From an optimization exercise on the open Yosys and OpenROAD flow, aimed at small area and a short achievable clock period; shortcuts taken in it are not production practice. Function was checked by simulation only, so behaviour that the tests miss may differ from the original. No driver is modelled on the clock port, so clocking that relies on it looks cheaper here than on a real chip. Power and IR drop assume default switching activity.

[flow/flow/run.sh]
#!/bin/bash
# The standard layout, with the port buffers as plain buffers, sizing not tied to
# footprints, clock tree synthesis without dummy loads, and extra setup repair after it
bash standard.sh MATCH_CELL_FOOTPRINT=0 "BUFFER_PORTS_ARGS=-buffer_cell sky130_fd_sc_hd__buf_2" \
  "CTS_ARGS=-sink_clustering_enable -repair_clock_nets -dont_use_dummy_load -sink_clustering_size 30 -sink_clustering_max_diameter 80" \
  POST_CTS_TCL=$(pwd)/flow/post_cts.tcl finish > standard.log 2>&1
[flow/flow/post_cts.tcl]
# extra setup repair after clock tree synthesis: the standard repair stops at its worst
# endpoint, so repeat it, sizing up and buffering, to reach the paths behind that one
for {set i 0} {$i < 3} {incr i} {
  repair_timing -setup -setup_margin $::env(SETUP_SLACK_MARGIN) -repair_tns 100 \
    -sequence "sizeup,swap,buffer,clone,split" -verbose
}
detailed_placement
check_placement -verbose
[flow/standard.sh]
#!/bin/bash
# synth_recipe.tcl (not shown) runs the flow's synth.tcl, then flattens the netlist and writes it again
# the make line also repeats each setting of config.mk as NAME=value (left out here)
make -C /OpenROAD-flow-scripts/flow DESIGN_CONFIG=/design/flow/config.mk WORK_HOME=/design/flow/orfs CLKGATE_MAP_FILE= SYNTH_SCRIPT=/design/flow/synth_recipe.tcl "${@:-finish}"
[flow/config.mk]
export PLATFORM = sky130hd
export DESIGN_NAME = robotSensorTop
export DESIGN_NICKNAME = robotSensorTop
export VERILOG_FILES = /design/flow/design.v
export SDC_FILE = /design/flow/constraint.sdc
export NUM_CORES = 4
export LEC_CHECK = 0
export CAP_MARGIN = 20
export CORE_MARGIN = 2
export CORE_UTILIZATION = 65
export PLACE_DENSITY = 0.77
export SETUP_SLACK_MARGIN = 1.8
export SLEW_MARGIN = 70
[flow/constraint.sdc]
create_clock -name core_clock -period 4.0 [get_ports {clk}]
set_input_delay 0.8000 -clock core_clock [delete_from_list [all_inputs] [get_ports {clk}]]
set_output_delay 0.8000 -clock core_clock [all_outputs]
set_load 0.01 [all_outputs]
[flow/design.v]
package robotSensorPkg;
	typedef struct packed {
		logic towerTurn;	 
		logic reserved;
		logic startIn;
		logic [5-1:0] limitSwitch;
		logic [1:0] odoDir;	 
		logic gripperDir;
		logic [1:0] rakeDir;	 
		logic [1:0] propDir;	 
		logic boardId;
	} statusWord_t;
	typedef union packed {
		logic [16-1:0] raw;
		statusWord_t status;
	} regWord_t;
	typedef enum logic [1:0] {
		beaconIdle,
		beaconReceiving,
		beaconGap	 
	} beaconState_t;
endpackage
`timescale 1ns/1ns
module encoderChannel #(
	parameter bit invertDir = 1'b0	 
) (
	input  logic clk,
	input  logic reset,
	input  logic encA,
	input  logic encB,
	input  logic clearCounts,
	output logic [16-1:0] countA,
	output logic [16-1:0] countB,
	output logic dirPositive,
	output logic riseA,	 
	output logic riseB
);
	logic [1:0] syncA;	 
	logic [1:0] syncB;
	logic prevA;
	logic prevB;
	always_ff @(posedge clk, posedge reset) begin
		if (reset) begin
			syncA <= '0;
			syncB <= '0;
			prevA <= 1'b0;
			prevB <= 1'b0;
		end else begin
			syncA <= {syncA[0], encA};
			syncB <= {syncB[0], encB};
			prevA <= syncA[1];
			prevB <= syncB[1];
		end
	end
	assign riseA = syncA[1] & ~prevA;
	assign riseB = syncB[1] & ~prevB;
	always_ff @(posedge clk) begin
		if (clearCounts) begin
			countA <= 16'(riseA);
			countB <= 16'(riseB);
		end else begin
			countA <= countA + 16'(riseA);
			countB <= countB + 16'(riseB);
		end
	end
	always_ff @(posedge clk, posedge reset) begin
		if (reset) begin
			dirPositive <= 1'b0;
		end else if (riseA) begin
			dirPositive <= syncB[1] ^ invertDir;
		end
	end
endmodule
`timescale 1ns/1ns
module speedSampler #(
	parameter int unsigned windowCycles = 500000
) (
	input  logic clk,
	input  logic reset,
	input  logic [7-1:0][16-1:0] countA,
	input  logic [7-1:0][16-1:0] countB,
	input  logic [7-1:0] riseA,	 
	input  logic [7-1:0] riseB,
	input  logic towerTick,
	output logic clearCounts,
	output logic running,	 
	output logic speedValid,	 
	output logic [7-1:0][16-1:0] axisSpeed,
	output logic [16-1:0] towerSpeed
);
	logic windowEnd;	 
	logic windowLate;	 
	logic [16-1:0] towerCount;
	generate
		if (windowCycles == 500000) begin : genLfsr
			localparam logic [18:0] LAST_BUT_TWO = 19'h2ad12;
			logic [18:0] winState;
			always_ff @(posedge clk, posedge reset) begin
				if (reset) begin
					winState <= '0;
					windowLate <= 1'b0;
					windowEnd <= 1'b0;
				end else begin
					winState <= windowEnd ? 19'd0 :
						{winState[17:0], ~(winState[18] ^ winState[17] ^ winState[16] ^ winState[13])};
					windowLate <= (winState == LAST_BUT_TWO);
					windowEnd <= windowLate;
				end
			end
		end else begin : genBinary
			localparam int winWidth = (windowCycles > 1) ? $clog2(windowCycles) : 1;
			logic [winWidth-1:0] winCount;
			always_ff @(posedge clk, posedge reset) begin
				if (reset) begin
					winCount <= '0;
				end else if (winCount == winWidth'(windowCycles - 1)) begin
					winCount <= '0;
				end else begin
					winCount <= winCount + 1'b1;
				end
			end
			assign windowEnd = (winCount == winWidth'(windowCycles - 1));
			assign windowLate = (winCount == winWidth'(windowCycles - 2));
		end
	endgenerate
	always_ff @(posedge clk, posedge reset) begin
		if (reset) begin
			running <= 1'b0;
		end else begin
			running <= 1'b1;
		end
	end
	assign clearCounts = windowEnd | ~running;
	always_ff @(posedge clk) begin
		if (clearCounts) begin
			towerCount <= 16'(towerTick);
		end else begin
			towerCount <= towerCount + 16'(towerTick);
		end
	end
	logic [7-1:0] lowCarry;
	logic [7-1:0][16-1:0] pairHalf;
	always_ff @(posedge clk) begin
		for (int i = 0; i < 7; i++) begin
			lowCarry[i] <= ((10'(countA[i][7:0]) + 10'(countB[i][7:0]) + 10'(riseA[i]) + 10'(riseB[i])) >= 10'd256)
				& ~(riseA[i] & (&countA[i][7:0])) & ~(riseB[i] & (&countB[i][7:0]));
		end
	end
	always_comb begin
		for (int i = 0; i < 7; i++) begin
			logic [8:0] lowSum;
			logic [8:0] highSum;
			lowSum = 9'(countA[i][7:0]) + 9'(countB[i][7:0]);
			highSum = 9'(countA[i][15:8]) + 9'(countB[i][15:8]) + 9'(lowCarry[i]);
			pairHalf[i] = {highSum, lowSum[7:1]};
		end
	end
	always_ff @(posedge clk, posedge reset) begin
		if (reset) begin
			speedValid <= 1'b0;
		end else if (windowEnd) begin
			speedValid <= 1'b1;
		end
	end
	always_ff @(posedge clk) begin
		if (windowEnd) begin
			axisSpeed <= pairHalf;
			towerSpeed <= towerCount;
		end
	end
endmodule
`timescale 1ns/1ns
module beaconDecoder #(
	parameter int unsigned glitchTicks = 20
) (
	input  logic clk,
	input  logic reset,
	input  logic towerA,
	input  logic laserSync,
	input  logic laserSign,
	input  logic running,	 
	output logic beaconValid,	 
	output logic towerTick,
	output logic towerTurn,
	output logic [16-1:0] beaconStart,
	output logic [16-1:0] beaconEnd
);
	localparam int tickWidth = (glitchTicks > 0) ? $clog2(glitchTicks + 1) : 1;
	logic [1:0] syncTower;
	logic [1:0] syncPulse;
	logic [1:0] syncSign;
	logic towerPrev;
	logic pulsePrev;
	logic turnEdge;	 
	logic signHigh;
	logic [16-1:0] angle;
	robotSensorPkg::beaconState_t state;
	logic [tickWidth-1:0] gapTicks;
	logic [16-1:0] pendingStart;
	logic [16-1:0] pendingEnd;
	logic captureStart;
	logic captureEnd;
	logic holdExpired;
	always_ff @(posedge clk, posedge reset) begin
		if (reset) begin
			syncTower <= '0;
			syncPulse <= '0;
			syncSign <= '0;
			towerPrev <= 1'b0;
			pulsePrev <= 1'b0;
		end else begin
			syncTower <= {syncTower[0], towerA};
			syncPulse <= {syncPulse[0], laserSync};
			syncSign <= {syncSign[0], laserSign};
			towerPrev <= syncTower[1];
			pulsePrev <= syncPulse[1];
		end
	end
	assign towerTick = syncTower[1] & ~towerPrev;
	assign turnEdge = syncPulse[1] & ~pulsePrev;
	assign signHigh = syncSign[1];
	always_ff @(posedge clk, posedge reset) begin
		if (reset) begin
			towerTurn <= 1'b0;
		end else if (turnEdge) begin
			towerTurn <= ~towerTurn;
		end
	end
	always_ff @(posedge clk) begin
		if (turnEdge | ~running) begin
			angle <= '0;
		end else begin
			angle <= angle + 16'(towerTick);
		end
	end
	assign captureStart = (state == robotSensorPkg::beaconIdle) & signHigh;
	assign captureEnd = (state == robotSensorPkg::beaconReceiving) & ~signHigh;
	assign holdExpired = (state == robotSensorPkg::beaconGap) & (gapTicks == tickWidth'(glitchTicks));
	always_ff @(posedge clk, posedge reset) begin
		if (reset) begin
			state <= robotSensorPkg::beaconIdle;
			gapTicks <= '0;
			beaconValid <= 1'b0;
		end else begin
			case (state)
				robotSensorPkg::beaconIdle: begin
					if (captureStart) begin
						state <= robotSensorPkg::beaconReceiving;
					end
				end
				robotSensorPkg::beaconReceiving: begin
					if (captureEnd) begin
						state <= robotSensorPkg::beaconGap;
						gapTicks <= '0;
					end
				end
				robotSensorPkg::beaconGap: begin
					if (holdExpired) begin
						state <= robotSensorPkg::beaconIdle;
						beaconValid <= 1'b1;
					end else if (signHigh) begin
						state <= robotSensorPkg::beaconReceiving;	 
					end else if (towerTick) begin
						gapTicks <= gapTicks + 1'b1;
					end
				end
				default: state <= robotSensorPkg::beaconIdle;
			endcase
		end
	end
	always_ff @(posedge clk) begin
		if (holdExpired) begin
			beaconStart <= pendingStart;
			beaconEnd <= pendingEnd;
		end
	end
	always_ff @(posedge clk) begin
		if (captureStart) begin
			pendingStart <= angle;
		end
		if (captureEnd) begin
			pendingEnd <= angle;	 
		end
	end
endmodule
`timescale 1ns/1ns
module wbRegisterFile (
	input  logic clk,
	input  logic reset,
	input  logic wbCyc,
	input  logic wbStb,
	input  logic wbWe,
	input  logic [4-1:0] wbAdr,
	input  logic [16-1:0] wbDatIn,
	output logic [16-1:0] wbDatOut,
	output logic wbAck,
	input  logic [7-1:0][16-1:0] axisSpeed,
	input  logic [7-1:0] axisDir,
	input  logic [16-1:0] towerSpeed,
	input  logic [16-1:0] beaconStart,
	input  logic [16-1:0] beaconEnd,
	input  logic speedValid,
	input  logic beaconValid,
	input  logic towerTurn,
	input  logic [5-1:0] limitSwitch,
	input  logic startIn,
	input  logic boardId,
	input  logic [1:0] key,
	output logic [1:0] irqN
);
	localparam int syncWidth = 5 + 4;
	logic [syncWidth-1:0] syncStage;
	logic [syncWidth-1:0] syncOut;
	logic [5-1:0] switchSync;
	logic startSync;
	logic idSync;
	logic [1:0] keySync;
	logic [1:0] configLow;	 
	logic [16-3:0] configHigh;	 
	logic configValid;	 
	logic configWrite;
	logic [1:0] configLowNext;
	logic [16-1:0] statusWord;
	logic [16-1:0] readData;
	logic request;
	always_ff @(posedge clk, posedge reset) begin
		if (reset) begin
			syncStage <= '0;
			syncOut <= '0;
		end else begin
			syncStage <= {key, boardId, startIn, limitSwitch};
			syncOut <= syncStage;
		end
	end
	assign {keySync, idSync, startSync, switchSync} = syncOut;
	assign statusWord = {towerTurn, 1'b0, startSync, switchSync,
		axisDir[3], axisDir[2], axisDir[4],
		axisDir[6], axisDir[5],
		axisDir[1], axisDir[0], idSync};
	assign request = wbCyc & wbStb & ~wbAck;	 
	always_comb begin
		case (wbAdr)
			4'd0: readData = statusWord;
			4'd1: readData = speedValid ? axisSpeed[0] : '0;
			4'd2: readData = speedValid ? axisSpeed[1] : '0;
			4'd3: readData = speedValid ? axisSpeed[2] : '0;
			4'd4: readData = speedValid ? axisSpeed[3] : '0;
			4'd5: readData = speedValid ? axisSpeed[4] : '0;
			4'd6: readData = speedValid ? axisSpeed[5] : '0;
			4'd7: readData = speedValid ? axisSpeed[6] : '0;
			4'd8: readData = speedValid ? towerSpeed : '0;
			4'd9: readData = beaconValid ? beaconStart : '0;
			4'd10: readData = beaconValid ? beaconEnd : '0;
			4'd11: readData = {configValid ? configHigh : 14'd0, configLow};
			default: readData = '0;	 
		endcase
	end
	assign configWrite = request && wbWe && (wbAdr == 4'(11));
	assign configLowNext = configWrite ? wbDatIn[1:0] : configLow;
	always_ff @(posedge clk, posedge reset) begin
		if (reset) begin
			wbAck <= 1'b0;
			configLow <= '0;
			configValid <= 1'b0;
		end else begin
			wbAck <= request;
			configLow <= configLowNext;	 
			if (configWrite) begin
				configValid <= 1'b1;
			end
		end
	end
	assign irqN = keySync | ~configLow;
	always_ff @(posedge clk) begin
		if (configWrite) begin
			configHigh <= wbDatIn[16-1:2];
		end
	end
	always_ff @(posedge clk) begin
		wbDatOut <= readData;
	end
endmodule
`timescale 1ns/1ns
module robotSensorTop #(
	parameter int unsigned windowCycles = 500000,
	parameter int unsigned glitchTicks = 20
) (
	input  logic clk,
	input  logic reset,
	input  logic [7-1:0] encA,
	input  logic [7-1:0] encB,
	input  logic towerA,
	input  logic laserSync,
	input  logic laserSign,
	input  logic [5-1:0] limitSwitch,
	input  logic startIn,
	input  logic boardId,
	input  logic [1:0] key,
	input  logic wbCyc,
	input  logic wbStb,
	input  logic wbWe,
	input  logic [4-1:0] wbAdr,
	input  logic [16-1:0] wbDatIn,
	output logic [16-1:0] wbDatOut,
	output logic wbAck,
	output logic [1:0] irqN
);
	localparam logic [7-1:0] invertMask = 7'b0000110;
	logic [7-1:0][16-1:0] countA;
	logic [7-1:0][16-1:0] countB;
	logic [7-1:0][16-1:0] axisSpeed;
	logic [7-1:0] axisDir;
	logic [7-1:0] riseA;
	logic [7-1:0] riseB;
	logic clearCounts;
	logic running;
	logic speedValid;
	logic beaconValid;
	logic towerTick;
	logic towerTurn;
	logic [16-1:0] towerSpeed;
	logic [16-1:0] beaconStart;
	logic [16-1:0] beaconEnd;
	for (genvar g = 0; g < 7; g++) begin : genAxis
		encoderChannel #(.invertDir(invertMask[g])) i_encoder (
			.clk(clk),
			.reset(reset),
			.encA(encA[g]),
			.encB(encB[g]),
			.clearCounts(clearCounts),
			.countA(countA[g]),
			.countB(countB[g]),
			.dirPositive(axisDir[g]),
			.riseA(riseA[g]),
			.riseB(riseB[g])
		);
	end
	speedSampler #(.windowCycles(windowCycles)) i_speedSampler (
		.clk(clk),
		.reset(reset),
		.countA(countA),
		.countB(countB),
		.riseA(riseA),
		.riseB(riseB),
		.towerTick(towerTick),
		.clearCounts(clearCounts),
		.running(running),
		.speedValid(speedValid),
		.axisSpeed(axisSpeed),
		.towerSpeed(towerSpeed)
	);
	beaconDecoder #(.glitchTicks(glitchTicks)) i_beaconDecoder (
		.clk(clk),
		.reset(reset),
		.towerA(towerA),
		.laserSync(laserSync),
		.laserSign(laserSign),
		.running(running),
		.beaconValid(beaconValid),
		.towerTick(towerTick),
		.towerTurn(towerTurn),
		.beaconStart(beaconStart),
		.beaconEnd(beaconEnd)
	);
	wbRegisterFile i_registerFile (
		.clk(clk),
		.reset(reset),
		.wbCyc(wbCyc),
		.wbStb(wbStb),
		.wbWe(wbWe),
		.wbAdr(wbAdr),
		.wbDatIn(wbDatIn),
		.wbDatOut(wbDatOut),
		.wbAck(wbAck),
		.axisSpeed(axisSpeed),
		.axisDir(axisDir),
		.towerSpeed(towerSpeed),
		.beaconStart(beaconStart),
		.beaconEnd(beaconEnd),
		.speedValid(speedValid),
		.beaconValid(beaconValid),
		.towerTurn(towerTurn),
		.limitSwitch(limitSwitch),
		.startIn(startIn),
		.boardId(boardId),
		.key(key),
		.irqN(irqN)
	);
endmodule
==> impl_metrics.yaml, run 1 <==
global_route:
  track_usage: 0.280
  grt_max_degree: 96
  grt_pass1_wl_microns: 92900
  grt_pass1_vias: 17475
  grt_antenna_before_repair: 0
  grt_overflow: 0
routing:
  initialDrtViolationCount: 1361
  postRouteAntennaNets: 0
  num_vias: 17953
  drt-total-wl_microns: 59100
  wl_per_cell_microns: 19.5
  dr.pass1.iters: 8
  drc: 0
  vias_per_cell: 5.92
synth:
  syn_area_per_cell_sq_um: 11.0
  synth_edf_count: 206
  synth_top_family_by_area: "simple AND/OR/NAND/NOR gates"
  syn_area_sq_um: 26600
  synth_compound_area_frac: 0.0928
  synth.net_count: 2638
  synthSimpleGateAreaFrac: 0.160
  synthCells: 2415
  ys_types: 69
  synth_top_flop_cell: "dfxtp_1"
  yosysSeqAreaShare: 0.548
  ys_warn_count: 5
  synth_adder_area_share: 0.0870
  synth_xor_xnor_area_share: 0.0903
  ys_seq_elements: 596
  synth.area.mux_share: 0.00212
  synthArstFlopShare: 0.186
run_status:
  status: "no timing/DRC/antenna violations"
sta:
  rsz0062_at_grt: "yes"
  fin_skew_ns: 0.0519
  hold_viol_final: 0
  setup_viol: 0
  finalCriticalPeriod_ns: 2.20
  finalCritPeriodShare: 0.550
  slew_viol_final: 0
  finalSetupTns_ns: 0
  max_freq_mhz: 454
cells_and_area:
  nets: 2724
  diodes: 0
  final_area_sq_um: 28900
  regArea_sq_um: 14600
  drive_above_1_share: 0.0996
  post-route-util: 0.713
  multi_input_area_sq_um: 11800
  fillerInstances: 2905
  area_delta_synth_final_pct: 8.79
critical_path:
  crit_required_ns: 4.48
  critPathKind: "reg -> reg"
  arrival_ns: 2.68
  crit_top_cell: "o311a_1"
  max_stage_delay_ns: 0.41
  critPathMaxFanout: 3
  end_kind: "flip-flop"
  worstPathCellList: "ha_2 > inv_1 > fa_2 > nor2b_1 > o311a_1 > or4_1 > o311a_1 > a311oi_1 > nor2_1"
  crit_slowest_cell: "or4_1"
  start_kind: "flip-flop"
floorplanning:
  ioPinCount: 70
  die-area_sq_um: 42500
  initial_core_util: 0.655
  die_x_microns: 206
  fp.coreArea_sq_um: 40600
  placementRows: 74
  die_y_microns: 206
clock_tree:
  cts_tree: "yes"
  clk-insertion-delay-late_ns: 0.61
  clkTransAtPathRegs_ns: 0.10
  cts_sinks: 596
placed_design:
  port_buffers: 69
  hpwl_microns: 44000
  gp_congestion: 0.921
  placed_cell_area_sq_um: 27700
power:
  clockPowerShare: 0.304
  switching_share: 0.219
  peakVddDrop_mv: 0.338
  p_seq_frac: 0.642
  p_sw_mw: 2.24
  power_density_nw_per_um2: 354
  power_frac_comb: 0.054
  p_int_mw: 7.99
  leakage_nw: 11.8
hold_path:
  worstHoldPathType: "in -> async"
flow_run:
  cap_violations: 0
## cell type report
type,instances,share of cell area
clock buffers,30,0.0260
inverters,82,0.0109
multi-input cells,1683,0.408
flip-flops and latches,596,0.504
well taps,532,0.0230
repair buffers,108,0.0277
## path summary, 6_finish.rpt
kind                                                      endpoint                                     from  depth (start not counted)  slack (ns)
hold / removal             i_beaconDecoder.gapTicks[4]$_DFFE_PP0P_                                    reset                          2        0.08
min in group core_clock      i_registerFile.syncStage[5]$_DFF_PP0_                                  startIn                          1        0.29
setup / recovery                i_speedSampler.lowCarry[2]$_DFF_P_   genAxis[2].i_encoder.countB[0]$_DFF_P_                          9        1.80
max in group asynchronous  genAxis[6].i_encoder.syncA[1]$_DFF_PP0_                                    reset                          5        3.06
setup reg to reg                i_speedSampler.lowCarry[2]$_DFF_P_   genAxis[2].i_encoder.countB[0]$_DFF_P_                          9        1.80
hold reg to reg            genAxis[2].i_encoder.syncB[1]$_DFF_PP0_  genAxis[2].i_encoder.syncB[0]$_DFF_PP0_                          0        0.31
## cells in the mapped netlist, types with 25 or more instances
cell type	instances	share of area
ha_1	151	0.071
nor2_1	267	0.038
and4_1	25	0.0082
or3_1	27	0.0064
nor2b_1	50	0.012
a21oi_1	100	0.019
edfxtp_1	206	0.23
nand2_1	181	0.026
dfrtp_1	111	0.10
nand3_1	111	0.021
inv_1	82	0.012
and3_1	44	0.010
clkbuf_1	43	0.0061
xor2_1	167	0.055
o21ai_0	69	0.013
a22oi_1	58	0.016
dfxtp_1	279	0.21
xnor2_1	107	0.035
nand4_1	58	0.014
## placed cells by master, fill, tap and decap left out, types with 10 or more instances in the layout
master     Yosys  final
nand4_1       58     58
o21ai_1        0     12
nor2b_1       50     45
nand2b_1      22     21
nor2_1       267    262
buf_2          9     71
or3_1         27     27
o21bai_1      13     12
o21a_1        12     12
and4_1        25     24
dfrtp_1      111    108
and2_1        20     19
or2_2         10     10
xnor2_1      107    106
ha_1         151    145
buf_4          0     19
a22o_1        20     20
and3_1        44     43
inv_1         82     74
xor2_1       167    166
nand2_1      181    180
nand3_1      111    111
dfxtp_1      279    266
o21ai_0       69     57
clkbuf_16      0     30
a22oi_1       58     58
a21oi_2        0     16
a21oi_1      100     84
fa_1          21     15
a21o_1        23     23
a222oi_1      14     14
dfxtp_2        0     13
nor3_1        19     15
edfxtp_1     206    206
## worst max-delay path: cells and delay by family, from the launching register on
kind            cells  cell delay (ns)
compound gates      3             0.72
simple gates        3             0.54
fa+ha+maj           2             0.39
flops               1             0.35
buf+inv             1             0.07
## kinds of logic (layout without fill, tap and decap cells)
logic type | Yosys count | count (layout)
other cells | 1 | 1
simple gates | 862 | 862
fa+ha+maj | 172 | 172
compound gates | 369 | 369
flops | 596 | 596
xor+xnor | 274 | 274
buf+inv | 136 | 220
mux | 5 | 5
## metal layers
layer  GRT usage  up-vias  share of wire
li1            -     8694              -
met4       0.103        0          0.041
met1       0.381     8711           0.44
met5           0        -              0
met2       0.464      432           0.48
met3      0.0350      116          0.047
## metrics by stage
step | setup WS (ns) | total power [mW] | hold WS [ns] | instances
floorplan | 1.45 | 7.03 | 0.331 | 2415
global placement | 1.49 | 7.18 | 0.332 | 2976
detailed placement | 1.47 | 7.23 | 0.335 | 2988
global route | 1.70 | 10.6 | 0.0628 | 3031
finish | 1.80 | 10.2 | 0.0789 | 3031
## power by group through the flow
stage          Combinational, mW  Sequential [mW]  Clock (mW)
6_report                   0.553             6.57        3.11
3_5_place_dp               0.530             6.70           0
3_3_place_gp               0.489             6.69           0
2_1_floorplan              0.372             6.66           0
5_1_grt                    0.633             6.59        3.37
## flip-flops by register name, indices dropped and copies added, names as in the netlist, 9 cells and up
register	cells
i_speedSampler.towerCount	16
i_registerFile.syncOut	9
i_speedSampler.towerSpeed	16
i_speedSampler.axisSpeed	112
i_beaconDecoder.angle	16
i_beaconDecoder.beaconEnd	16
genAxis.i_encoder.syncB	14
genAxis.i_encoder.countA	112
i_speedSampler.genLfsr.winState	19
i_registerFile.configHigh	14
i_beaconDecoder.beaconStart	16
genAxis.i_encoder.syncA	14
i_beaconDecoder.pendingEnd	16
i_registerFile.wbDatOut	16
genAxis.i_encoder.countB	112
i_beaconDecoder.pendingStart	16
i_registerFile.syncStage	9
==> run 2: changes to the inputs <==
--- a/flow/config.mk
+++ b/flow/config.mk
@@ -12,2 +12,2 @@
 export SETUP_SLACK_MARGIN = 1.8
-export SLEW_MARGIN = 70
+export SLEW_MARGIN = 20
==> impl_metrics.yaml, run 2 <==
run_status:
  status: "no timing/DRC/antenna violations"
sta:
  maxSlewHeadroom: 0.268
  hold_viol_final: 0
  rsz0062_at_grt: "yes"
  slew_viol_final: 0
  finalCriticalPeriod_ns: 2.16
  setup_viol: 0
  max_freq_mhz: 464
  finalCritPeriodShare: 0.539
  finalSetupTns_ns: 0
  worstMarginPinSlew_ns: 1.09
  fin_skew_ns: 0.0496
clock_tree:
  clkTransAtPathRegs_ns: 0.11
  cts_tree: "yes"
  cts_sinks: 596
  clk-insertion-delay-late_ns: 0.62
routing:
  initialDrtViolationCount: 1443
  vias_per_cell: 5.94
  drt-total-wl_microns: 59100
  wl_per_cell_microns: 19.6
  dr.pass1.iters: 8
  postRouteAntennaNets: 0
  drc: 0
  num_vias: 17892
hold_path:
  hold_path_end: "genAxis[1].i_encoder.syncA[0]$_DFF_PP0_"
  holdPathStages: 1
  worstHoldPathType: "in -> reg"
  hp-start: "encA[1]"
critical_path:
  end_kind: "flip-flop"
  arrival_ns: 2.63
  crit_slowest_cell: "or4_1"
  crit_required_ns: 4.48
  crit_top_cell: "o311a_1"
  ff2ff_setup_slack_ns: 1.84
  r2r-start: "genAxis[2].i_encoder.countA[0]$_DFF_P_"
  critPathKind: "reg -> reg"
  max_stage_delay_ns: 0.40
  critPathMaxFanout: 3
  worstPathCellList: "ha_4 > inv_2 > fa_2 > nor2b_2 > o311a_1 > or4_1 > o311a_1 > a311oi_1 > nor2_1"
  r2r_cells: 9
  worstReg2RegEnd: "i_speedSampler.lowCarry[2]$_DFF_P_"
  start_kind: "flip-flop"
synth:
  yosys-top-cells-count: "dfxtp_1, nor2_1, edfxtp_1"
  synth_top_flop_cell: "dfxtp_1"
  syn_area_per_cell_sq_um: 11.0
  synthArstFlopShare: 0.186
  synth_area_leader_cell: "edfxtp_1"
  ys_types: 69
  synthCells: 2415
  ys_top_cells_by_area: "edfxtp_1, dfxtp_1, dfrtp_1"
  yosysSeqAreaShare: 0.548
  ys_seq_elements: 596
  synth_edf_count: 206
  yosysMostFrequentCell: "dfxtp_1"
  syn_area_sq_um: 26600
  synth.net_count: 2638
  synth_top_area_frac: 0.233
  ys_warn_count: 5
placed_design:
  port_buffers: 69
  gp_congestion: 0.921
  placed_cell_area_sq_um: 27500
  hpwl_microns: 43400
power:
  p_seq_frac: 0.640
  leakage_nw: 11.7
  p_int_mw: 8.01
  power_density_nw_per_um2: 359
  clockPowerShare: 0.309
  switching_share: 0.219
  p_sw_mw: 2.25
  power_frac_comb: 0.051
  peakVddDrop_mv: 0.320
cells_and_area:
  final_cell_mix: "nor2_1, dfxtp_1, edfxtp_1"
  multi_input_area_sq_um: 11800
  final_common_cell: "nor2_1"
  drive_above_1_share: 0.0899
  final_area_sq_um: 28600
  largest_registers: "genAxis.i_encoder.countA (112), genAxis.i_encoder.countB (112), i_speedSampler.axisSpeed (112)"
  fillerInstances: 2950
  regArea_sq_um: 14600
  area_delta_synth_final_pct: 7.80
  nets: 2706
floorplanning:
  die_x_microns: 206
  die-area_sq_um: 42500
  die_y_microns: 206
  fp.coreArea_sq_um: 40600
  initial_core_util: 0.655
  placementRows: 74
  ioPinCount: 70
global_route:
  grt_pass1_vias: 17504
  grt_pass1_wl_microns: 92500
  track_usage: 0.280
  grt_max_degree: 149
  grt_antenna_before_repair: 0
  grt_overflow: 0
flow_run:
  cap_violations: 0
-- run 2: cell counts after synthesis --
Identical to the previous run, type by type.
-- run 2: worst max path at each step --
stage / start / end / cells after the start
floorplan: i_speedSampler.windowEnd$_DFF_PP0_ / genAxis[3].i_encoder.countA[8]$_SDFF_PP0_ / 5
global placement: wbAdr[0] / i_registerFile.wbDatOut[12]$_DFF_P_ / 7
detailed placement: wbAdr[0] / i_registerFile.wbDatOut[12]$_DFF_P_ / 7
global route: genAxis[2].i_encoder.countA[0]$_DFF_P_ / i_speedSampler.lowCarry[2]$_DFF_P_ / 9
finish: genAxis[2].i_encoder.countA[0]$_DFF_P_ / i_speedSampler.lowCarry[2]$_DFF_P_ / 9
-- run 2: final cells by class --
class                      count  share of cell area
multi-input combinational   1683               0.410
sequential                   596               0.509
inverter                      82              0.0110
tap                          532              0.0232
clock buffer                  31              0.0271
timing repair inverter         1            0.000262
timing repair buffer          88              0.0188
antenna                        1           0.0000874
-- run 2: power by group through the flow --
stage | Combinational (mW) | Sequential, mW | Clock, mW
2_1_floorplan | 0.372 | 6.66 | 0
3_3_place_gp | 0.489 | 6.69 | 0
3_5_place_dp | 0.514 | 6.70 | 0
5_1_grt | 0.600 | 6.59 | 3.45
6_report | 0.523 | 6.57 | 3.17
-- run 2: metal layers --
layer,global-route usage,up-vias,wire length [microns]
li1,-,8667,-
met1,0.375,8678,25300
met2,0.456,434,27900
met3,0.0456,113,3210
met4,0.118,0,2700
met5,0,-,0
-- run 2: cell families (layout without fill, tap and decap cells) --
family | count (synthesis) | after routing | synth area share
and+or+nand+nor | 862 | 862 | 0.160
other | 1 | 2 | 0.000141
DFF | 596 | 596 | 0.548
muxes | 5 | 5 | 0.00212
adders and majority gates | 172 | 172 | 0.0870
AOI/OAI and AO/OA | 369 | 369 | 0.0928
buffers and inverters | 136 | 202 | 0.0196
xor gates and xnor gates | 274 | 274 | 0.0903
-- run 2: critical path, delay by kind of cell (launching register included) --
family	cells	cell delay, ns
buf+inv	1	0.05
fa+ha+maj	2	0.37
flops	1	0.37
compound gates	3	0.71
simple gates	3	0.52
-- run 2: metrics by stage --
| stage | hold slack [ns] | worst slack, ns | cells | utilization | total power [mW] |
|---|---|---|---|---|---|
| finish | 0.291 | 1.84 | 3014 | 0.706 | 10.3 |
| global placement | 0.332 | 1.49 | 2976 | 0.679 | 7.18 |
| global route | 0.260 | 1.76 | 3013 | 0.706 | 10.6 |
| floorplan | 0.331 | 1.45 | 2415 | - | 7.03 |
| detailed placement | 0.335 | 1.46 | 2976 | 0.679 | 7.22 |
==> run 3: changes to the inputs <==
--- a/flow/config.mk
+++ b/flow/config.mk
@@ -9,5 +9,5 @@
 export CORE_MARGIN = 2
-export CORE_UTILIZATION = 65
-export PLACE_DENSITY = 0.77
-export SETUP_SLACK_MARGIN = 1.8
+export CORE_UTILIZATION = 75
+export PLACE_DENSITY = 0.85
+export SETUP_SLACK_MARGIN = 1.9
 export SLEW_MARGIN = 20
==> impl_metrics.yaml, run 3 <==
sta:
  fin_skew_ns: 0.0999
  max_freq_mhz: 467
  finalSetupTns_ns: 0
  whs_ns: 0.264
  worstMarginPinSlew_ns: 0.856
  finalCritPeriodShare: 0.535
  setup_viol: 0
  rsz0062_at_grt: "yes"
  maxSlewHeadroom: 0.428
  finalCriticalPeriod_ns: 2.14
  slew_viol_final: 0
  hold_viol_final: 0
critical_path:
  critPathMaxFanout: 3
  crit_required_ns: 4.51
  start_kind: "flip-flop"
  worst-path-stages: 9
  max_stage_delay_ns: 0.40
  r2r_cells: 9
  worstPathCellList: "ha_4 > inv_2 > fa_2 > nor2b_2 > o311a_1 > or4_1 > o311a_1 > a311oi_2 > nor2_1"
  crit_slowest_cell: "or4_1"
  path_delay_family: "compound AO/OA/AOI/OAI gates"
  crit_top_cell: "o311a_1"
  end_kind: "flip-flop"
  arrival_ns: 2.65
  cp_num_buf_inv: 1
  critPathKind: "reg -> reg"
global_route:
  grt_overflow: 0
  grt_pass1_vias: 17677
  track_usage: 0.326
  grt_max_degree: 149
  grt_pass1_wl_microns: 93500
  grt_antenna_before_repair: 0
floorplanning:
  fp.coreArea_sq_um: 34700
  placementRows: 68
  die_x_microns: 192
  die_y_microns: 192
  ioPinCount: 70
  initial_core_util: 0.765
  die-area_sq_um: 36900
synth:
  synth_top_flop_cell: "dfxtp_1"
  yosys-top-cells-count: "dfxtp_1, nor2_1, edfxtp_1"
  syn_area_sq_um: 26600
  synth_top_area_frac: 0.233
  ys_seq_elements: 596
  synth.net_count: 2638
  synthArstFlopShare: 0.186
  synthCells: 2415
  ys_warn_count: 5
  yosysSeqAreaShare: 0.548
  yosysMostFrequentCell: "dfxtp_1"
  ys_types: 69
  syn_area_per_cell_sq_um: 11.0
  synth_area_leader_cell: "edfxtp_1"
  ys_top_cells_by_area: "edfxtp_1, dfxtp_1, dfrtp_1"
  synth_edf_count: 206
cells_and_area:
  diodes: 0
  largest_registers: "genAxis.i_encoder.countA (112), genAxis.i_encoder.countB (112), i_speedSampler.axisSpeed (112)"
  post-route-util: 0.832
  final_cell_mix: "nor2_1, dfxtp_1, edfxtp_1"
  final_common_cell: "nor2_1"
  drive_above_1_share: 0.122
  fillerInstances: 1934
  area_delta_synth_final_pct: 8.75
  nets: 2726
power:
  leakage_nw: 11.8
  power_density_nw_per_um2: 351
  peakVddDrop_mv: 0.487
clock_tree:
  cts_tree: "yes"
  clk-insertion-delay-late_ns: 0.63
  clkTransAtPathRegs_ns: 0.10
  cts_sinks: 596
hold_path:
  holdPathStages: 1
  worstHoldPathType: "in -> reg"
flow_run:
  cap_violations: 0
routing:
  drc: 0
  drt-total-wl_microns: 60900
  wl_per_cell_microns: 20.6
  postRouteAntennaNets: 0
  initialDrtViolationCount: 1596
  vias_per_cell: 6.26
  num_vias: 18498
  dr.pass1.iters: 8
placed_design:
  hpwl_microns: 43200
  port_buffers: 69
  gp_congestion: 0.916
run_status:
  status: "no timing/DRC/antenna violations"
==> run 3: cell counts after synthesis <==
Identical to the previous run, type by type.
==> run 3: final timing paths <==
path	from	endpoint	slack, ns
max	genAxis[2].i_encoder.countA[0]$_DFF_P_	i_speedSampler.lowCarry[2]$_DFF_P_	1.86
min	encB[2]	genAxis[2].i_encoder.syncB[0]$_DFF_PP0_	0.26
max reg2reg	genAxis[2].i_encoder.countA[0]$_DFF_P_	i_speedSampler.lowCarry[2]$_DFF_P_	1.86
min reg2reg	i_speedSampler.windowLate$_DFF_PP0_	i_speedSampler.windowEnd$_DFF_PP0_	0.35
max in group asynchronous	reset	i_registerFile.wbAck$_DFF_PP0_	2.84
min in group asynchronous	reset	i_beaconDecoder.gapTicks[1]$_DFFE_PP0P_	0.33
==> run 3: power breakdown <==
part | internal [mW] | switching (mW)
registers | 6.45 | 0.133
clock network | 1.25 | 1.76
logic | 0.208 | 0.343
==> run 3: area by class of cell <==
class                           count  area, sq um  area share
Sequential cell                   596        14600       0.506
Multi-Input combinational cell   1683        12000       0.414
Inverter                           82          323      0.0112
Timing Repair Buffer              111          711      0.0246
Clock buffer                       28          701      0.0243
Tap cell                          455          569      0.0197
Timing Repair inverter              1         7.51    0.000260
==> run 3: cells by family after synthesis <==
logic type               Yosys count  share of synthesized area
other                              1                   0.000141
flip-flops                       596                      0.548
adder cells (fa/ha/maj)          172                     0.0870
AO/OA/AOI/OAI                    369                     0.0928
multiplexers                       5                    0.00212
buffers and inverters            136                     0.0196
XOR/XNOR                         274                     0.0903
AND/OR/NAND/NOR                  862                      0.160
==> run 3: through the flow <==
| stage | setup slack [ns] | power [mW] | cell area, sq um | std cells |
|---|---|---|---|---|
| 2_1_floorplan | 1.45 | 7.03 | 26800 | 2415 |
| 3_3_place_gp | 1.42 | 7.18 | 27500 | 2898 |
| 3_5_place_dp | 1.36 | 7.22 | 27500 | 2898 |
| 5_1_grt | 1.76 | 10.5 | 28900 | 2956 |
| 6_report | 1.86 | 10.1 | 28900 | 2956 |
==> run 3: worst reg2reg max path, delay by kind of cell, from the launching register on <==
family                   cells  cell delay, ns
flip-flops                   1            0.35
AO/OA/AOI/OAI                3            0.69
adder cells (fa/ha/maj)      2            0.38
AND/OR/NAND/NOR              3            0.53
buffers and inverters        1            0.05
==> run 3: per-layer routing <==
layer / global-route usage / routed length (microns) / up-vias
met4: 0.119 / 2500 / 0
met3: 0.0521 / 3870 / 154
li1: - / - / 8722
met5: 0 / 0 / -
met1: 0.429 / 24600 / 8916
met2: 0.548 / 29800 / 706
==> run 4: changes to the inputs <==
--- a/flow/config.mk
+++ b/flow/config.mk
@@ -9,4 +9,5 @@
 export CORE_MARGIN = 2
-export CORE_UTILIZATION = 75
-export PLACE_DENSITY = 0.85
+export CORE_UTILIZATION = 65
+export GPL_ROUTABILITY_DRIVEN = 0
+export PLACE_DENSITY = 0.77
 export SETUP_SLACK_MARGIN = 1.9
==> impl_metrics.yaml, run 4 <==
run_status:
  status: "no timing/DRC/antenna violations"
synth:
  synth.net_count: 2638
  ys_types: 69
  syn_area_per_cell_sq_um: 11.0
  ys_top_cells_by_area: "edfxtp_1, dfxtp_1, dfrtp_1"
  ys_seq_elements: 596
  synth_area_leader_cell: "edfxtp_1"
  synth_edf_count: 206
  synthCells: 2415
  synth_top_flop_cell: "dfxtp_1"
  syn_area_sq_um: 26600
  yosysSeqAreaShare: 0.548
  yosys-top-cells-count: "dfxtp_1, nor2_1, edfxtp_1"
  synth_top_area_frac: 0.233
  ys_warn_count: 5
  yosysMostFrequentCell: "dfxtp_1"
  synthArstFlopShare: 0.186
critical_path:
  cp_num_buf_inv: 1
  end_kind: "flip-flop"
  critPathKind: "reg -> reg"
  path_delay_family: "compound AO/OA/AOI/OAI gates"
  arrival_ns: 2.62
  crit_required_ns: 4.51
  max_stage_delay_ns: 0.43
  worstPathCellList: "ha_4 > inv_2 > fa_2 > nor2b_1 > o311a_1 > or4_4 > o311a_4 > a311oi_2 > nor2_1"
  critPathMaxFanout: 3
  start_kind: "flip-flop"
  crit_slowest_cell: "or4_4"
floorplanning:
  fp.coreArea_sq_um: 40600
  die_x_microns: 206
  placementRows: 74
  ioPinCount: 70
  die-area_sq_um: 42500
  initial_core_util: 0.655
  die_y_microns: 206
sta:
  maxSlewHeadroom: 0.379
  slew_viol_final: 0
  hold_viol_final: 0
  finalCriticalPeriod_ns: 2.11
  finalSetupTns_ns: 0
  max_freq_mhz: 475
  setup_viol: 0
  fin_skew_ns: 0.0746
  setup_ws_ns: 1.89
  worstMarginPinSlew_ns: 0.928
  rsz0062_at_grt: "yes"
  finalCritPeriodShare: 0.526
power:
  power.total_mw: 10.2
  peakVddDrop_mv: 0.359
  leakage_nw: 11.8
  power_density_nw_per_um2: 351
cells_and_area:
  drive_above_1_share: 0.125
  multi_input_area_sq_um: 12000
  largest_registers: "genAxis.i_encoder.countA (112), genAxis.i_encoder.countB (112), i_speedSampler.axisSpeed (112)"
  post-route-util: 0.717
  final_area_sq_um: 29100
  regArea_sq_um: 14600
  diodes: 0
  fillerInstances: 2861
  final_common_cell: "nor2_1"
  final_cell_mix: "nor2_1, dfxtp_1, edfxtp_1"
  nets: 2728
  area_delta_synth_final_pct: 9.47
placed_design:
  place_ws_ns: 1.33
  placed_cell_area_sq_um: 27500
  port_buffers: 69
  hpwl_microns: 42400
hold_path:
  worstHoldPathType: "in -> reg"
global_route:
  grt_overflow: 0
  grt_busiest_layer: "met2"
  use_met2: 0.447
  grt_antenna_before_repair: 0
  grt_pass1_wl_microns: 92700
  met1_usage: 0.378
  grt_max_degree: 110
  track_usage: 0.278
  grtUsageMet3: 0.0421
  grt_pass1_vias: 17549
routing:
  initialDrtViolationCount: 1571
  vias_per_cell: 6.08
  drt-total-wl_microns: 60100
  wl_per_cell_microns: 19.8
  drc: 0
  dr.pass1.iters: 9
  postRouteAntennaNets: 0
  num_vias: 18459
clock_tree:
  clk-insertion-delay-late_ns: 0.62
  clkTransAtPathRegs_ns: 0.11
  cts_sinks: 596
  cts_tree: "yes"
flow_run:
  cap_violations: 0
-- run 4: worst register-to-register path: stages (launching register included) --
cell	delay, ns
dfxtp_2	0.35
ha_4	0.17
inv_2	0.05
fa_2	0.19
nor2b_1	0.06
o311a_1	0.31
or4_4	0.43
o311a_4	0.15
a311oi_2	0.24
nor2_1	0.07
-- run 4: cell type report --
| cell class | instances | share of cell area |
|---|---|---|
| multi-input cells | 1684 | 0.412 |
| flip-flops and latches | 596 | 0.503 |
| inverters | 82 | 0.0110 |
| repair inverters | 1 | 0.000258 |
| clock buffers | 29 | 0.0250 |
| well taps | 532 | 0.0229 |
| repair buffers | 111 | 0.0257 |
-- run 4: metal layers --
layer / wire, microns / vias up / part of all wire
met3: 3880 / 159 / 0.065
met1: 25100 / 8939 / 0.42
met4: 3040 / 0 / 0.051
li1: - / 8735 / -
met2: 28000 / 626 / 0.47
met5: 0 / - / 0
-- run 4: worst paths after layout --
kind	start	to	slack, ns	cells after the start
worst max-delay path	genAxis[2].i_encoder.countA[0]$_DFF_P_	i_speedSampler.lowCarry[2]$_DFF_P_	1.89	9
worst min-delay path	encA[3]	genAxis[3].i_encoder.syncA[0]$_DFF_PP0_	0.27	1
worst max register to register	genAxis[2].i_encoder.countA[0]$_DFF_P_	i_speedSampler.lowCarry[2]$_DFF_P_	1.89	9
worst min register to register	i_beaconDecoder.syncPulse[0]$_DFF_PP0_	i_beaconDecoder.syncPulse[1]$_DFF_PP0_	0.34	0
max in group asynchronous	reset	genAxis[6].i_encoder.prevB$_DFF_PP0_	2.71	3
min in group asynchronous	reset	i_speedSampler.genLfsr.winState[2]$_DFF_PP0_	0.28	2
-- run 4: per-stage QoR --
step / instances / hold slack (ns)
global placement: 2971 / 0.331
floorplan: 2415 / 0.331
global route: 3035 / 0.255
finish: 3035 / 0.274
detailed placement: 2971 / 0.335
-- run 4: cell families after synthesis --
family | share of synthesized area
AO/OA/AOI/OAI | 0.0928
XOR/XNOR | 0.0903
adder cells (fa/ha/maj) | 0.0870
buffers and inverters | 0.0196
flip-flops | 0.548
multiplexers | 0.00212
other | 0.000141
AND/OR/NAND/NOR | 0.160
-- run 4: power by group --
| group | internal, mW | leakage [nW] | switching (mW) | total (mW) |
|---|---|---|---|---|
| clock | 1.29 | 0.357 | 1.78 | 3.07 |
| sequential | 6.45 | 5.69 | 0.129 | 6.58 |
| combinational | 0.207 | 5.71 | 0.339 | 0.546 |
| total | 7.94 | 11.8 | 2.25 | 10.2 |
==> run 5: changes to the inputs <==
--- a/flow/config.mk
+++ b/flow/config.mk
@@ -7,8 +7,7 @@
 export LEC_CHECK = 0
-export CAP_MARGIN = 20
+export CAP_MARGIN = 40
 export CORE_MARGIN = 2
 export CORE_UTILIZATION = 65
-export GPL_ROUTABILITY_DRIVEN = 0
 export PLACE_DENSITY = 0.77
 export SETUP_SLACK_MARGIN = 1.9
-export SLEW_MARGIN = 20
+export SLEW_MARGIN = 60
==> impl_metrics.yaml, run 5 <==
critical_path:
  crit_required_ns: 4.47
  crit_top_cell: "o21a_1"
  critPathMaxFanout: 3
  end_kind: "flip-flop"
  cp_num_buf_inv: 0
  arrival_ns: 2.60
  worstPathCellList: "ha_2 > fa_2 > a211oi_2 > nor2_1 > o31a_1 > o21a_1 > o21a_1 > a41o_1"
  max_stage_delay_ns: 0.38
  crit_slowest_cell: "fa_2"
  critPathKind: "reg -> reg"
  start_kind: "flip-flop"
  path_delay_family: "compound AO/OA/AOI/OAI gates"
cells_and_area:
  diodes: 0
  post-route-util: 0.719
  final_area_sq_um: 29200
  final_common_cell: "nor2_1"
  drive_above_1_share: 0.130
  largest_registers: "genAxis.i_encoder.countA (112), genAxis.i_encoder.countB (112), i_speedSampler.axisSpeed (112)"
  nets: 2738
  final_cell_mix: "nor2_1, dfxtp_1, edfxtp_1"
  area_delta_synth_final_pct: 9.76
  instances_no_fill: 3045
synth:
  ys_warn_count: 5
  synth_compound_area_frac: 0.0928
  yosys-top-cells-count: "dfxtp_1, nor2_1, edfxtp_1"
  synth_area_leader_cell: "edfxtp_1"
  synth_xor_xnor_area_share: 0.0903
  syn_area_sq_um: 26600
  ys_seq_elements: 596
  ys_types: 69
  yosysMostFrequentCell: "dfxtp_1"
  synthArstFlopShare: 0.186
  synth_top_area_frac: 0.233
  synth.net_count: 2638
  synthCells: 2415
  ys_top_cells_by_area: "edfxtp_1, dfxtp_1, dfrtp_1"
  syn_area_per_cell_sq_um: 11.0
  synth_edf_count: 206
  yosysSeqAreaShare: 0.548
  synth.area.mux_share: 0.00212
  synth_adder_area_share: 0.0870
  synth_top_family_by_area: "simple AND/OR/NAND/NOR gates"
  synthSimpleGateAreaFrac: 0.160
  synth_top_flop_cell: "dfxtp_1"
routing:
  wl_per_cell_microns: 19.6
  drc: 0
  vias_per_cell: 6.00
  drt-total-wl_microns: 59800
  dr.pass1.iters: 6
  postRouteAntennaNets: 0
  initialDrtViolationCount: 1410
  num_vias: 18256
sta:
  whs_ns: 0.228
  max_freq_mhz: 470
  worstMarginPinSlew_ns: 0.522
  setup_viol: 0
  hold_viol_final: 0
  setup_ws_ns: 1.87
  slew_viol_final: 0
  rsz0062_at_grt: "yes"
  fin_skew_ns: 0.0823
  finalSetupTns_ns: 0
  finalCritPeriodShare: 0.532
  maxSlewHeadroom: 0.651
  finalCriticalPeriod_ns: 2.13
power:
  power.total_mw: 10.2
  leakage_nw: 11.9
  peakVddDrop_mv: 0.355
  power_density_nw_per_um2: 350
floorplanning:
  placementRows: 74
  fp.coreArea_sq_um: 40600
  die_x_microns: 206
  ioPinCount: 70
  die_y_microns: 206
  initial_core_util: 0.655
  die-area_sq_um: 42500
global_route:
  grt_pass1_wl_microns: 91900
  grt_max_degree: 79
  grt_antenna_before_repair: 0
  track_usage: 0.277
  grt_pass1_vias: 17254
  grt_overflow: 0
placed_design:
  hpwl_microns: 44000
  dp.cells: 2985
  gp_congestion: 0.914
  place_ws_ns: 1.47
  placed_cell_area_sq_um: 27700
  port_buffers: 69
clock_tree:
  clk-insertion-delay-late_ns: 0.62
  cts_sinks: 596
  clkTransAtPathRegs_ns: 0.10
  cts_tree: "yes"
flow_run:
  cap_violations: 0
run_status:
  status: "no timing/DRC/antenna violations"
hold_path:
  worstHoldPathType: "in -> async"
==> run 5: routing by layer <==
| metal | part of all wire | track usage | vias up |
|---|---|---|---|
| li1 | - | - | 8739 |
| met1 | 0.44 | 0.388 | 8924 |
| met2 | 0.47 | 0.444 | 474 |
| met3 | 0.052 | 0.0348 | 119 |
| met4 | 0.041 | 0.107 | 0 |
| met5 | 0 | 0 | - |
==> run 5: area by class of cell <==
cell class,instances,area [sq um]
clock buffer,29,726
sequential,596,14600
multi-input combinational,1683,12000
timing repair buffer,123,852
fill,2895,11400
inverter,82,314
tap,532,666
==> run 5: worst min-delay path, cell delays in order <==
cell	delay (ns)
buf_2	0.11
clkinvlp_4	0.07
buf_12	0.27
==> run 5: cell families (layout without fill, tap and decap cells) <==
logic type      after synthesis  count (layout)
xor+xnor                    274             274
simple gates                862             862
flops                       596             596
other cells                   1               1
mux                           5               5
buf+inv                     136             234
compound gates              369             369
fa+ha+maj                   172             172
==> run 5: worst paths after layout <==
kind	slack (ns)	cells past startpoint	from	endpoint
hold / removal	0.23	3	reset	i_beaconDecoder.gapTicks[4]$_DFFE_PP0P_
min in group core_clock	0.28	1	towerA	i_beaconDecoder.syncTower[0]$_DFF_PP0_
setup reg to reg	1.87	8	genAxis[4].i_encoder.countB[0]$_DFF_P_	i_speedSampler.lowCarry[4]$_DFF_P_
max in group asynchronous	3.12	4	reset	i_speedSampler.windowEnd$_DFF_PP0_
setup / recovery	1.87	8	genAxis[4].i_encoder.countB[0]$_DFF_P_	i_speedSampler.lowCarry[4]$_DFF_P_
hold reg to reg	0.34	0	genAxis[2].i_encoder.syncA[0]$_DFF_PP0_	genAxis[2].i_encoder.syncA[1]$_DFF_PP0_
==> run 5: report_power, final <==
part	leakage (nW)	internal [mW]	switching, mW
Sequential	5.69	6.45	0.127
Combinational	5.81	0.214	0.341
Clock	0.357	1.29	1.78
Total	11.9	7.95	2.25
==> run 6: changes to the inputs <==
--- a/flow/config.mk
+++ b/flow/config.mk
@@ -7,3 +7,4 @@
 export LEC_CHECK = 0
-export CAP_MARGIN = 40
+export ABC_AREA = 1
+export CAP_MARGIN = 20
 export CORE_MARGIN = 2
@@ -12,2 +13,2 @@
 export SETUP_SLACK_MARGIN = 1.9
-export SLEW_MARGIN = 60
+export SLEW_MARGIN = 20
==> impl_metrics.yaml, run 6 <==
synth:
  synth.net_count: 3534
  synth_top_flop_cell: "dfxtp_1"
  ys_top_cells_by_area: "edfxtp_1, dfxtp_1, dfrtp_1"
  synthCells: 3311
  synth_area_leader_cell: "edfxtp_1"
  yosysSeqAreaShare: 0.505
  syn_area_per_cell_sq_um: 8.70
  yosysMostFrequentCell: "nand2_1"
  yosys-top-cells-count: "nand2_1, inv_1, nand3_1"
  synth_top_area_frac: 0.215
  ys_types: 49
  syn_area_sq_um: 28800
  ys_seq_elements: 596
  synth_edf_count: 206
  ys_warn_count: 5
  synthArstFlopShare: 0.186
cells_and_area:
  largest_registers: "genAxis.i_encoder.countA (112), genAxis.i_encoder.countB (112), i_speedSampler.axisSpeed (112)"
  nets: 3658
  instances_no_fill: 4026
  fillerInstances: 3274
  regArea_sq_um: 14600
  final_common_cell: "nand2_1"
  drive_above_1_share: 0.126
  post-route-util: 0.728
  multi_input_area_sq_um: 13100
  final_cell_mix: "nand2_1, inv_1, nand3_1"
  area_delta_synth_final_pct: 11.2
critical_path:
  arrival_ns: 1.35
  critPathMaxFanout: 2
  crit_required_ns: 3.20
  worstPathCellList: "inv_2 > or2_4 > buf_6"
  worstReg2RegEnd: "i_beaconDecoder.angle[11]$_SDFF_PP0_"
  start_kind: "flip-flop"
  path_delay_family: "flip-flops"
  end_kind: "output pin"
  cp_num_buf_inv: 2
  r2r-start: "i_beaconDecoder.towerPrev$_DFF_PP0_"
  critPathKind: "reg -> out"
  crit_slowest_cell: "dfrtp_1"
  ff2ff_setup_slack_ns: 1.93
  max_stage_delay_ns: 0.38
  r2r_cells: 12
global_route:
  track_usage: 0.299
  grt_antenna_before_repair: 1
  grt_pass1_wl_microns: 111000
  grt_overflow: 0
  grt_pass1_vias: 21788
  grt_max_degree: 112
hold_path:
  holdPathStages: 1
  worstHoldPathType: "in -> reg"
  hold_path_end: "i_registerFile.syncStage[7]$_DFF_PP0_"
  hp-start: "key[0]"
sta:
  worstMarginPinSlew_ns: 0.691
  setup_viol: 0
  whs_ns: 0.307
  finalCritPeriodShare: 0.537
  rsz0062_at_grt: "yes"
  hold_viol_final: 0
  slew_viol_final: 0
  max_freq_mhz: 465
  finalSetupTns_ns: 0
  finalCriticalPeriod_ns: 2.15
  maxSlewHeadroom: 0.539
  fin_skew_ns: 0.0600
clock_tree:
  cts_tree: "yes"
  clk-insertion-delay-late_ns: 0.59
  cts_sinks: 596
  clkTransAtPathRegs_ns: 0.10
floorplanning:
  initial_core_util: 0.654
  die_x_microns: 215
  fp.coreArea_sq_um: 44000
  die_y_microns: 215
  ioPinCount: 70
  die-area_sq_um: 46000
  placementRows: 77
routing:
  vias_per_cell: 5.70
  initialDrtViolationCount: 1938
  drc: 0
  drt-total-wl_microns: 69700
  dr.pass1.iters: 5
  wl_per_cell_microns: 17.3
  postRouteAntennaNets: 0
  num_vias: 22952
power:
  peakVddDrop_mv: 0.372
  switching_share: 0.231
  power.total_mw: 10.7
  p_seq_frac: 0.614
  leakage_nw: 13.5
  p_int_mw: 8.22
  clockPowerShare: 0.325
  power_frac_comb: 0.062
  p_sw_mw: 2.47
  power_density_nw_per_um2: 334
placed_design:
  hpwl_microns: 49400
  dp.cells: 3925
  gp_congestion: 0.904
  port_buffers: 69
flow_run:
  cap_violations: 0
run_status:
  status: "no timing/DRC/antenna violations"
run 6: kinds of logic (layout without fill, tap and decap cells):
kind of cell             Yosys count  after routing  share of synthesized area
buffers and inverters            528            649                     0.0700
adder cells (fa/ha/maj)          172            172                     0.0802
flip-flops                       596            596                      0.505
AND/OR/NAND/NOR                 1496           1497                      0.235
XOR/XNOR                          96             96                     0.0292
AO/OA/AOI/OAI                    422            422                     0.0802
other                              1              2                   0.000130
run 6: metal layers:
metal | vias up | global-route usage | share of wire
li1 | 11230 | - | -
met1 | 10962 | 0.412 | 0.43
met2 | 659 | 0.504 | 0.48
met3 | 101 | 0.0322 | 0.057
met4 | 0 | 0.0896 | 0.026
met5 | - | 0 | 0
run 6: how the worst max path moves through the flow:
stage	start	end	slack [ns]	depth (start not counted)
after global placement	wbAdr[3]	i_registerFile.wbDatOut[12]$_DFF_P_	1.48	8
after floorplan	i_speedSampler.windowEnd$_DFF_PP0_	genAxis[2].i_encoder.countB[6]$_SDFF_PP0_	1.40	5
after detailed placement	wbAdr[3]	i_registerFile.wbDatOut[10]$_DFF_P_	1.42	8
after global routing	i_registerFile.configLow[0]$_DFFE_PP0P_	irqN[0]	1.81	3
final	i_registerFile.configLow[0]$_DFFE_PP0P_	irqN[0]	1.85	3
run 6: metrics by stage:
| step | setup slack (ns) | instance area (sq um) |
|---|---|---|
| floorplan | 1.40 | 29000 |
| global placement | 1.48 | 29800 |
| detailed placement | 1.42 | 29800 |
| global route | 1.81 | 32100 |
| finish | 1.85 | 32100 |
run 6: power groups by stage:
| stage | registers (mW) | logic [mW] | clock network, mW |
|---|---|---|---|
| final | 6.56 | 0.659 | 3.47 |
| after detailed placement | 6.69 | 0.601 | 0 |
| after floorplan | 6.64 | 0.428 | 0 |
| after global routing | 6.58 | 0.753 | 3.72 |
| after global placement | 6.68 | 0.569 | 0 |
run 6: area by class of cell:
class | count | area share
clock buffer | 35 | 0.0273
tap | 592 | 0.0231
timing repair buffer | 150 | 0.0313
antenna | 1 | 0.0000781
inverter | 464 | 0.0559
sequential | 596 | 0.455
multi-input combinational | 2188 | 0.407
run 6: worst reg2reg max path, cell delays in order (launching register included):
cell and delay, ns:
dfrtp_1 0.38, or2_4 0.28, inv_4 0.08, ha_4 0.15, nand3_4 0.10, nor2_4 0.15, nand2_2 0.09, nor2_4 0.15
nand2_2 0.09, nor3_4 0.26, nand3_1 0.11, nand2_1 0.09, nor2_1 0.05
==> run 7: changes to the inputs <==
--- a/flow/config.mk
+++ b/flow/config.mk
@@ -7,3 +7,2 @@
 export LEC_CHECK = 0
-export ABC_AREA = 1
 export CAP_MARGIN = 20
==> impl_metrics.yaml, run 7 <==
run_status:
  status: "no timing/DRC/antenna violations"
cells_and_area:
  diodes: 0
  post-route-util: 0.712
  multi_input_area_sq_um: 11900
  final_cell_mix: "nor2_1, dfxtp_1, edfxtp_1"
  area_delta_synth_final_pct: 8.74
  largest_registers: "genAxis.i_encoder.countA (112), genAxis.i_encoder.countB (112), i_speedSampler.axisSpeed (112)"
  final_common_cell: "nor2_1"
  nets: 2722
  instances_no_fill: 3029
  regArea_sq_um: 14600
  drive_above_1_share: 0.119
  fillerInstances: 2903
  final_area_sq_um: 28900
critical_path:
  start_kind: "flip-flop"
  critPathKind: "reg -> reg"
  path_delay_family: "compound AO/OA/AOI/OAI gates"
  crit_required_ns: 4.52
  r2r-start: "genAxis[4].i_encoder.countA[0]$_DFF_P_"
  arrival_ns: 2.65
  r2r_cells: 8
  worstPathCellList: "ha_2 > fa_2 > a211oi_2 > nor2_1 > o31a_1 > o21a_1 > o21a_1 > a41o_1"
  critPathMaxFanout: 3
  worstReg2RegEnd: "i_speedSampler.lowCarry[4]$_DFF_P_"
  end_kind: "flip-flop"
  max_stage_delay_ns: 0.38
  crit_slowest_cell: "fa_2"
  ff2ff_setup_slack_ns: 1.87
  crit_top_cell: "o21a_1"
  cp_num_buf_inv: 0
hold_path:
  hp-start: "towerA"
  hold_path_end: "i_beaconDecoder.syncTower[0]$_DFF_PP0_"
  holdPathStages: 1
  worstHoldPathType: "in -> reg"
placed_design:
  dp.cells: 2975
  hpwl_microns: 43200
  gp_congestion: 0.914
  placed_cell_area_sq_um: 27600
  port_buffers: 69
routing:
  initialDrtViolationCount: 1648
  dr.pass1.iters: 8
  vias_per_cell: 6.02
  drt-total-wl_microns: 59900
  num_vias: 18229
  postRouteAntennaNets: 0
  wl_per_cell_microns: 19.8
  drc: 0
global_route:
  track_usage: 0.277
  grt_max_degree: 112
  grt_pass1_wl_microns: 92000
  grt_overflow: 0
  grt_pass1_vias: 17129
  grt_antenna_before_repair: 0
clock_tree:
  clk-insertion-delay-late_ns: 0.63
  cts_tree: "yes"
  cts_sinks: 596
  clkTransAtPathRegs_ns: 0.12
synth:
  ys_warn_count: 5
  synth.net_count: 2638
  yosysSeqAreaShare: 0.548
  yosys-top-cells-count: "dfxtp_1, nor2_1, edfxtp_1"
  synth_area_leader_cell: "edfxtp_1"
  synthCells: 2415
  ys_types: 69
  ys_top_cells_by_area: "edfxtp_1, dfxtp_1, dfrtp_1"
  yosysMostFrequentCell: "dfxtp_1"
  synth_top_flop_cell: "dfxtp_1"
  synthArstFlopShare: 0.186
  synth_top_area_frac: 0.233
  syn_area_per_cell_sq_um: 11.0
  syn_area_sq_um: 26600
  synth_edf_count: 206
  ys_seq_elements: 596
sta:
  slew_viol_final: 0
  worstMarginPinSlew_ns: 1.06
  hold_viol_final: 0
  rsz0062_at_grt: "yes"
  max_freq_mhz: 470
  finalSetupTns_ns: 0
  whs_ns: 0.270
  fin_skew_ns: 0.0836
  finalCritPeriodShare: 0.532
  finalCriticalPeriod_ns: 2.13
  maxSlewHeadroom: 0.288
  setup_viol: 0
floorplanning:
  placementRows: 74
  die_y_microns: 206
  initial_core_util: 0.655
  die_x_microns: 206
  ioPinCount: 70
  die-area_sq_um: 42500
  fp.coreArea_sq_um: 40600
power:
  leakage_nw: 11.7
  peakVddDrop_mv: 0.332
  power_density_nw_per_um2: 353
flow_run:
  cap_violations: 0
[run 7: cell types whose count changed after synthesis, moves of 86 or more]
cell,delta
inv_1,-377
nand2_1,-457
xor2_1,+92
nand3_1,-185
a21oi_1,-109
xnor2_1,+86
[run 7: cells by family (layout without fill, tap and decap cells)]
logic type                 after synthesis  after routing  share of synthesized area
muxes                                    5              5                    0.00212
adders and majority gates              172            172                     0.0870
buffers and inverters                  136            217                     0.0196
other                                    1              1                   0.000141
AOI/OAI and AO/OA                      369            369                     0.0928
DFF                                    596            596                      0.548
and+or+nand+nor                        862            863                      0.160
xor gates and xnor gates               274            274                     0.0903
[run 7: worst max path at each step]
stage	startpoint	end	depth (start not counted)
after detailed placement	wbAdr[1]	i_registerFile.wbDatOut[6]$_DFF_P_	7
after global routing	genAxis[2].i_encoder.countB[0]$_DFF_P_	i_speedSampler.lowCarry[2]$_DFF_P_	9
final	genAxis[4].i_encoder.countA[0]$_DFF_P_	i_speedSampler.lowCarry[4]$_DFF_P_	8
after global placement	wbAdr[1]	i_registerFile.wbDatOut[6]$_DFF_P_	7
after floorplan	i_speedSampler.windowEnd$_DFF_PP0_	genAxis[3].i_encoder.countA[8]$_SDFF_PP0_	5
[run 7: routing by layer]
metal / wire [microns] / share of wire / vias to the layer above / global-route usage
met2: 28300 / 0.47 / 465 / 0.452
met5: 0 / 0 / - / 0
li1: - / - / 8714 / -
met3: 3130 / 0.052 / 96 / 0.0330
met1: 26300 / 0.44 / 8954 / 0.388
met4: 2170 / 0.036 / 0 / 0.0893
[run 7: worst register-to-register path, cell delays in order, from the launching register on]
cell	delay, ns
dfxtp_2	0.35
ha_2	0.21
fa_2	0.38
a211oi_2	0.20
nor2_1	0.11
o31a_1	0.27
o21a_1	0.17
o21a_1	0.16
a41o_1	0.19
[run 7: power breakdown]
part	switching (mW)	internal [mW]	total [mW]
logic	0.337	0.199	0.536
registers	0.123	6.45	6.57
clock network	1.80	1.29	3.09
[run 7: cell type report]
class                      instances  area share
clock buffer                      29      0.0251
inverter                          82      0.0110
multi-input combinational       1684       0.412
sequential                       596       0.506
tap                              532      0.0230
timing repair buffer             105      0.0231
timing repair inverter             1    0.000260
[run 7: through the flow]
step,worst slack (ns),total power [mW]
final,1.87,10.2
after global routing,1.78,10.5
after detailed placement,1.41,7.22
after global placement,1.44,7.18
after floorplan,1.45,7.03
==> run 8: changes to the inputs <==
--- a/flow/config.mk
+++ b/flow/config.mk
@@ -13 +13,2 @@
 export SLEW_MARGIN = 20
+export TNS_END_PERCENT = 40
==> impl_metrics.yaml, run 8 <==
sta:
  max_freq_mhz: 465
  finalCritPeriodShare: 0.538
  fin_skew_ns: 0.0773
  worstMarginPinSlew_ns: 1.02
  setup_viol: 0
  finalCriticalPeriod_ns: 2.15
  rsz0062_at_grt: "yes"
  finalSetupTns_ns: 0
  slew_viol_final: 0
  setup_ws_ns: 1.85
power:
  power_density_nw_per_um2: 354
  peakVddDrop_mv: 0.314
  power.total_mw: 10.3
  leakage_nw: 11.8
critical_path:
  worstPathCellList: "ha_4 > inv_2 > fa_2 > nor2b_2 > o311a_1 > or4_1 > o311a_1 > a311oi_2 > nor2_1"
  max_stage_delay_ns: 0.41
  end_kind: "flip-flop"
  crit_top_cell: "o311a_1"
  crit_required_ns: 4.50
  critPathMaxFanout: 2
  arrival_ns: 2.65
  critPathKind: "reg -> reg"
  crit_slowest_cell: "or4_1"
cells_and_area:
  drive_above_1_share: 0.122
  final_cell_mix: "nor2_1, dfxtp_1, edfxtp_1"
  largest_registers: "genAxis.i_encoder.countA (112), genAxis.i_encoder.countB (112), i_speedSampler.axisSpeed (112)"
  final_area_sq_um: 29000
  post-route-util: 0.716
  nets: 2725
  fillerInstances: 2912
  final_common_cell: "nor2_1"
  instances_no_fill: 3032
synth:
  synth_edf_count: 206
  synthArstFlopShare: 0.186
  synth_adder_area_share: 0.0870
  ys_seq_elements: 596
  synth_top_area_frac: 0.233
  synth.net_count: 2638
  yosysMostFrequentCell: "dfxtp_1"
  synthSimpleGateAreaFrac: 0.160
  synth_top_family_by_area: "simple AND/OR/NAND/NOR gates"
  syn_area_per_cell_sq_um: 11.0
  ys_top_cells_by_area: "edfxtp_1, dfxtp_1, dfrtp_1"
  synth_area_leader_cell: "edfxtp_1"
  synth_compound_area_frac: 0.0928
  yosys-top-cells-count: "dfxtp_1, nor2_1, edfxtp_1"
  synth.area.mux_share: 0.00212
placed_design:
  place_ws_ns: 1.38
  gp_congestion: 0.931
  placed_cell_area_sq_um: 27600
  dp.cells: 2978
  port_buffers: 69
  hpwl_microns: 43600
floorplanning:
  fp.coreArea_sq_um: 40600
  die-area_sq_um: 42500
  initial_core_util: 0.655
  die_x_microns: 206
  placementRows: 74
run_status:
  status: "no timing/DRC/antenna violations"
global_route:
  grt_pass1_wl_microns: 95500
  grt_pass1_vias: 17779
  grt_antenna_before_repair: 0
routing:
  drt-total-wl_microns: 60500
  vias_per_cell: 6.01
  num_vias: 18215
  wl_per_cell_microns: 19.9
  postRouteAntennaNets: 0
hold_path:
  worstHoldPathType: "in -> reg"
clock_tree:
  clkTransAtPathRegs_ns: 0.10
  cts_tree: "yes"
flow_run:
  cap_violations: 0
[run 8: cell counts after synthesis]
Identical to the previous run, type by type.
[run 8: worst paths after layout]
kind,endpoint,start,slack (ns),cells after the start
max in group asynchronous,genAxis[3].i_encoder.prevB$_DFF_PP0_,reset,2.82,3
max,i_speedSampler.lowCarry[2]$_DFF_P_,genAxis[2].i_encoder.countB[0]$_DFF_P_,1.85,9
min,genAxis[2].i_encoder.syncB[0]$_DFF_PP0_,encB[2],0.27,1
min reg2reg,i_registerFile.syncOut[0]$_DFF_PP0_,i_registerFile.syncStage[0]$_DFF_PP0_,0.30,0
max reg2reg,i_speedSampler.lowCarry[2]$_DFF_P_,genAxis[2].i_encoder.countB[0]$_DFF_P_,1.85,9
min in group asynchronous,genAxis[5].i_encoder.syncA[0]$_DFF_PP0_,reset,0.29,2
[run 8: critical path, delay by kind of cell (launching register included)]
| kind | cells | cell delay (ns) |
|---|---|---|
| AOI/OAI and AO/OA | 3 | 0.70 |
| and+or+nand+nor | 3 | 0.53 |
| adders and majority gates | 2 | 0.38 |
| DFF | 1 | 0.37 |
| buffers and inverters | 1 | 0.05 |
[run 8: routing by layer]
metal | part of all wire | GRT usage | vias to the layer above
met5 | 0 | 0 | -
met1 | 0.43 | 0.391 | 8943
met2 | 0.50 | 0.494 | 472
met3 | 0.047 | 0.0296 | 94
li1 | - | - | 8706
met4 | 0.027 | 0.0745 | 0
[run 8: power by group]
part | internal, mW | switching (mW)
Combinational | 0.210 | 0.344
Clock | 1.37 | 1.79
Sequential | 6.45 | 0.129
Total | 8.03 | 2.26
[run 8: area by class of cell]
cell class,instances,area (sq um),area share
timing repair inverter,1,7.51,0.000259
sequential,596,14600,0.503
inverter,82,318,0.0109
tap,532,666,0.0229
timing repair buffer,107,681,0.0234
clock buffer,31,776,0.0267
multi-input combinational,1683,12000,0.412
[run 8: cells by family (layout without fill, tap and decap cells)]
kind of cell               after synthesis  after routing
muxes                                    5              5
other                                    1              1
xor gates and xnor gates               274            274
AOI/OAI and AO/OA                      369            369
adders and majority gates              172            172
buffers and inverters                  136            221
DFF                                    596            596
and+or+nand+nor                        862            862

Check on run 8: ideal ports give 1.849 ns setup slack; a clkbuf_16 on the clock port and buf_2 on the inputs give 1.849 ns; moving port delays by the midpoint clock arrival (0.645 ns) as well gives 1.346 ns.
